From an optimization exercise on the open Yosys and OpenROAD flow, aimed at small area, a short achievable clock period and few clock cycles per item; shortcuts taken in it are not production practice. Only simulation tests tie the RTL to the original design; equivalence was not proved.

==> flow/design.v (excerpt) <==
module mm_pe_stream
#(
  parameter int W         = mm_pe_stream_pkg::PE_W,
  parameter int MAX_WORDS = mm_pe_stream_pkg::PE_MAX_WORDS,
  parameter int CNT_W     = mm_pe_stream_pkg::PE_CNT_W
) (
  input  logic             clk,
  input  logic             rstn,
  input  logic             start,
  input  logic [CNT_W-1:0] n_words,
  input  logic [W-1:0]     x_j,
  input  logic [W-1:0]     m_prime,
  input  logic [W-1:0]     s_hi,
  input  logic             in_valid,
  output logic             in_ready,
  input  logic [W-1:0]     y_i,
  input  logic [W-1:0]     m_i,
  input  logic [W-1:0]     s_i,
  output logic             out_valid,
  input  logic             out_ready,
  output logic [W-1:0]     out_word,
  output logic [W-1:0]     out_top,
  output logic             busy,
  output logic             done,
  output logic             err
);
clock: 12.5 ns
lec_check: 0
cap_margin: 20
core_margin: 2
core_utilization: 60
slew_margin: 60
run.sh (not shown) runs the stock make flow with config.mk's settings and CLKGATE_MAP_FILE= SYNTH_SCRIPT=/design/flow/synth_recipe.tcl, a recipe that flattens the netlist after the stock synthesis.
The starting point completed without violations.
Testbench counts at the start, summed over its fixed seeds: cycles 13,915, words 13,043.
==> next run, changes <==
Settings changed: CORE_UTILIZATION 60 to 40, SLEW_MARGIN 60 to 20.
The new run ran to the end with no violations. First-iteration DRC count came out higher slightly. Global-route usage came out lower by 10 points. Sequential share of layout area hardly moves.
==> next run, changes <==
Settings changed: SLEW_MARGIN 20 to 80.
- global-route usage went up by 0.65 points
- clock skew falls by 0.0093 ns
- final area increases by 8.9%
- sequential share of layout area shrinks by 1.8 points
- critical path depth went up by 2

* * *

== JK ==
mm_pe_stream, a different RTL version from the one above (not shown whole).
For scale: about 340 flip-flops, about 0.026 mm² of cells after synthesis.
Settings: LEC_CHECK=0, CAP_MARGIN=20, CORE_MARGIN=2, CORE_UTILIZATION=70, CTS_BUF_LIST=sky130_fd_sc_hd__clkbuf_16, CTS_CLUSTER_DIAMETER=80, CTS_CLUSTER_SIZE=24, SLEW_MARGIN=45, SYNTH_HIERARCHICAL=1, SYNTH_MINIMUM_KEEP_SIZE=0, BUFFER_PORTS_ARGS=-buffer_cell sky130_fd_sc_hd__buf_2; clock period 12.5 ns.
standard.sh (not shown) runs the stock make flow with config.mk's settings and CLKGATE_MAP_FILE= SYNTH_SCRIPT=/design/flow/synth_recipe.tcl, a recipe that flattens the netlist after the stock synthesis.
==> flow/flow/run.sh <==
#!/bin/bash
# Layout flow: the standard flow, with the port buffers made from plain
# buffers (sky130_fd_sc_hd__buf_2) instead of the cell buffer_ports picks by itself.
set -e
cp standard.sh standard_sh.txt
cp config.mk config_in.txt
echo 'export BUFFER_PORTS_ARGS = -buffer_cell sky130_fd_sc_hd__buf_2' >> config.mk
bash standard.sh > standard.log 2>&1
Every stage of the flow completed for JK, and the final layout passed the timing, DRC and antenna checks.
Testbench counts of JK, summed over its fixed seeds: cycles 13,915, words 13,043.
Changes in MS relative to JK:
# JK
export LEC_CHECK = 0
export CAP_MARGIN = 20
export CORE_MARGIN = 2
export CORE_UTILIZATION = 70
export CTS_BUF_LIST = sky130_fd_sc_hd__clkbuf_16
export CTS_CLUSTER_DIAMETER = 80
export CTS_CLUSTER_SIZE = 24
export SLEW_MARGIN = 45
export SYNTH_HIERARCHICAL = 1
export SYNTH_MINIMUM_KEEP_SIZE = 0
export BUFFER_PORTS_ARGS = -buffer_cell sky130_fd_sc_hd__buf_2
create_clock -name core_clock -period 12.5 [get_ports {clk}]
# MS
export LEC_CHECK = 0
export CAP_MARGIN = 20
export CORE_MARGIN = 2
export CORE_UTILIZATION = 85
export CTS_BUF_LIST = sky130_fd_sc_hd__clkbuf_16
export CTS_CLUSTER_DIAMETER = 100
export CTS_CLUSTER_SIZE = 30
export SLEW_MARGIN = 30
export SYNTH_HIERARCHICAL = 1
export SYNTH_MINIMUM_KEEP_SIZE = 0
export BUFFER_PORTS_ARGS = -buffer_cell sky130_fd_sc_hd__buf_1
create_clock -name core_clock -period 12.5 [get_ports {clk}]
==> flow/flow/run.sh <==
#!/bin/bash
# Layout flow: the standard flow, with the port buffers made from plain
# buffers (sky130_fd_sc_hd__buf_1) instead of the cell buffer_ports picks by itself.
set -e
cp standard.sh standard_sh.txt
cp config.mk config_in.txt
echo 'export BUFFER_PORTS_ARGS = -buffer_cell sky130_fd_sc_hd__buf_1' >> config.mk
bash standard.sh > standard.log 2>&1
==> notes.md <==
For met3 wire length, dividing the value from MS by the value from JK gives 1.5.
Total of plain and repair buffers excluding clock buffers shrinks by a little under 10% when moving from JK to MS.
For MS, the cell with the biggest individual delay on the critical path was sky130_fd_sc_hd__edfxtp_1, unlike JK, where it was sky130_fd_sc_hd__fa_1.
In the flow results for JK and MS, the worst endpoint data arrival time is smaller on JK.
MS against JK: number of maximum-capacitance violations level; post-layout minimum cycle time moved up; total length of routed met2 wires moved up; total vias in the final route moved up.
Side by side, initial antenna violation count turned out higher in MS than in JK.
Lower starting DRC count in detailed routing was reported by JK, not MS.
What AL does differently from MS at the input level:
# MS
export LEC_CHECK = 0
export CAP_MARGIN = 20
export CORE_MARGIN = 2
export CORE_UTILIZATION = 85
export CTS_BUF_LIST = sky130_fd_sc_hd__clkbuf_16
export CTS_CLUSTER_DIAMETER = 100
export CTS_CLUSTER_SIZE = 30
export SLEW_MARGIN = 30
export SYNTH_HIERARCHICAL = 1
export SYNTH_MINIMUM_KEEP_SIZE = 0
export BUFFER_PORTS_ARGS = -buffer_cell sky130_fd_sc_hd__buf_1
create_clock -name core_clock -period 12.5 [get_ports {clk}]
# AL
export LEC_CHECK = 0
export CAP_MARGIN = 20
export CORE_MARGIN = 2
export CORE_UTILIZATION = 70
export CTS_BUF_LIST = sky130_fd_sc_hd__clkbuf_16
export CTS_CLUSTER_DIAMETER = 80
export CTS_CLUSTER_SIZE = 24
export SLEW_MARGIN = 60
export SYNTH_HIERARCHICAL = 1
export SYNTH_MINIMUM_KEEP_SIZE = 0
export BUFFER_PORTS_ARGS = -buffer_cell sky130_fd_sc_hd__buf_2
create_clock -name core_clock -period 12.5 [get_ports {clk}]
==> flow/flow/run.sh <==
#!/bin/bash
# Layout flow: the standard flow, with the port buffers made from plain
# buffers (sky130_fd_sc_hd__buf_2) instead of the cell buffer_ports picks by itself.
set -e
cp standard.sh standard_sh.txt
cp config.mk config_in.txt
echo 'export BUFFER_PORTS_ARGS = -buffer_cell sky130_fd_sc_hd__buf_2' >> config.mk
bash standard.sh > standard.log 2>&1
### Flow results
- Looking only at cell area after layout, and setting everything else aside, the lower value of MS and AL goes to MS.
- Cmp MS and AL / synthesis-to-finish area growth / higher: AL
- Half-perimeter wire length after placement (higher): MS
What TR does differently from AL at the input level:
# AL
export LEC_CHECK = 0
export CAP_MARGIN = 20
export CORE_MARGIN = 2
export CORE_UTILIZATION = 70
export CTS_BUF_LIST = sky130_fd_sc_hd__clkbuf_16
export CTS_CLUSTER_DIAMETER = 80
export CTS_CLUSTER_SIZE = 24
export SLEW_MARGIN = 60
export SYNTH_HIERARCHICAL = 1
export SYNTH_MINIMUM_KEEP_SIZE = 0
export BUFFER_PORTS_ARGS = -buffer_cell sky130_fd_sc_hd__buf_2
create_clock -name core_clock -period 12.5 [get_ports {clk}]
# TR
export LEC_CHECK = 0
export CAP_MARGIN = 20
export CORE_MARGIN = 2
export CORE_UTILIZATION = 70
export CTS_BUF_LIST = sky130_fd_sc_hd__clkbuf_16
export CTS_CLUSTER_DIAMETER = 80
export CTS_CLUSTER_SIZE = 24
export SLEW_MARGIN = 60
export SYNTH_HIERARCHICAL = 1
export SYNTH_MINIMUM_KEEP_SIZE = 0
export BUFFER_PORTS_ARGS = -buffer_cell sky130_fd_sc_hd__buf_1
create_clock -name core_clock -period 12.5 [get_ports {clk}]
==> flow/flow/run.sh <==
#!/bin/bash
# Layout flow: the standard flow, with the port buffers made from plain
# buffers (sky130_fd_sc_hd__buf_1) instead of the cell buffer_ports picks by itself.
set -e
cp standard.sh standard_sh.txt
cp config.mk config_in.txt
echo 'export BUFFER_PORTS_ARGS = -buffer_cell sky130_fd_sc_hd__buf_1' >> config.mk
bash standard.sh > standard.log 2>&1
Results
Sequential share of cell area: AL vs TR, no meaningful difference. AL and TR ended up with nearly the same design area. On post-synthesis to final-layout area growth, the higher figure sits with AL, not TR. Total instance count after detailed placement delta (TR -> AL): insignificant. For AL, the start point of the critical path was r_rows[35], unlike TR, where it was r_rows[1]. Of AL and TR, TR shows the higher register-to-register slack, with AL below it. AL has lower starting DRC count in detailed routing than TR. Comparing via count for AL and TR, the bigger number came from TR. TR — amount of wire on met3 after detailed routing 250 µm higher, AL as reference.
#### Input delta (PW over TR)
# TR
export LEC_CHECK = 0
export CAP_MARGIN = 20
export CORE_MARGIN = 2
export CORE_UTILIZATION = 70
export CTS_BUF_LIST = sky130_fd_sc_hd__clkbuf_16
export CTS_CLUSTER_DIAMETER = 80
export CTS_CLUSTER_SIZE = 24
export SLEW_MARGIN = 60
export SYNTH_HIERARCHICAL = 1
export SYNTH_MINIMUM_KEEP_SIZE = 0
export BUFFER_PORTS_ARGS = -buffer_cell sky130_fd_sc_hd__buf_1
create_clock -name core_clock -period 12.5 [get_ports {clk}]
# PW
export LEC_CHECK = 0
export CAP_MARGIN = 20
export CORE_MARGIN = 2
export CORE_UTILIZATION = 70
export CTS_BUF_LIST = sky130_fd_sc_hd__clkbuf_4 sky130_fd_sc_hd__clkbuf_8
export SLEW_MARGIN = 60
export SYNTH_HIERARCHICAL = 1
export SYNTH_MINIMUM_KEEP_SIZE = 0
export BUFFER_PORTS_ARGS = -buffer_cell sky130_fd_sc_hd__buf_2
create_clock -name core_clock -period 12.5 [get_ports {clk}]
==> flow/flow/run.sh <==
#!/bin/bash
# Layout flow: the standard flow, with the port buffers made from plain
# buffers (sky130_fd_sc_hd__buf_2) instead of the cell buffer_ports picks by itself.
set -e
cp standard.sh standard_sh.txt
cp config.mk config_in.txt
echo 'export BUFFER_PORTS_ARGS = -buffer_cell sky130_fd_sc_hd__buf_2' >> config.mk
bash standard.sh > standard.log 2>&1
## What came out
- Relative to TR, met2 usage has decreased by 0.42 points in PW.
- Comparing TR with PW, the tap cell count came out essentially unchanged.
- Going from TR to PW, worst-skew pair later-pin latency climbed 0.06 ns; sequential share of layout area decreased by 0.65 points relative to the old numbers; final critical delay including setup and external delays rose 0.035 ns.
- Of the two candidates, TR has the better cell area and PW the worse one.
- In PW, the worst slew margin relative to its limit came out 1.2 points below the value in TR.

[static timing again, ports no longer ideal]
How much do the figures lean on ideal ports? The routed layouts below were timed once more, with nothing changed but the port constraints. Step 1 assumes that a clkbuf_16 drives the clock port and a buf_2 every other input. Step 2 moves the port delays by t, midway between the first and last clock arrival at a register: inputs arrive t later, outputs are due t later. That takes back most of the time a late clock gives input paths. Slacks: ideal ports / drivers / drivers and shift; pairs: ideal ports / drivers.
run | shift t [ns] | slack for setup (ns) | slew at the worst register clock pin (ns)
the first run of note 1 | 0.608 | 7.754 / 7.790 / 7.182 | 0.07 / 0.07
the second run of note 1 | 0.620 | 7.288 / 7.288 / 6.721 | 0.06 / 0.06
the third run of note 1 | 0.638 | 7.699 / 7.731 / 7.093 | 0.06 / 0.06
JK | 0.606 | 8.497 / 8.497 / 7.962 | 0.10 / 0.10
MS | 0.584 | 8.411 / 8.411 / 8.082 | 0.12 / 0.12
AL | 0.605 | 8.471 / 8.471 / 8.097 | 0.10 / 0.10
TR | 0.623 | 8.501 / 8.501 / 8.053 | 0.09 / 0.09
PW | 0.679 | 8.466 / 8.466 / 8.096 | 0.07 / 0.07
After both steps every run listed still meets setup and hold. For the third run of note 1, which loses most, drivers alone change the setup slack by +0.032 ns; drivers and shift together by -0.606 ns.
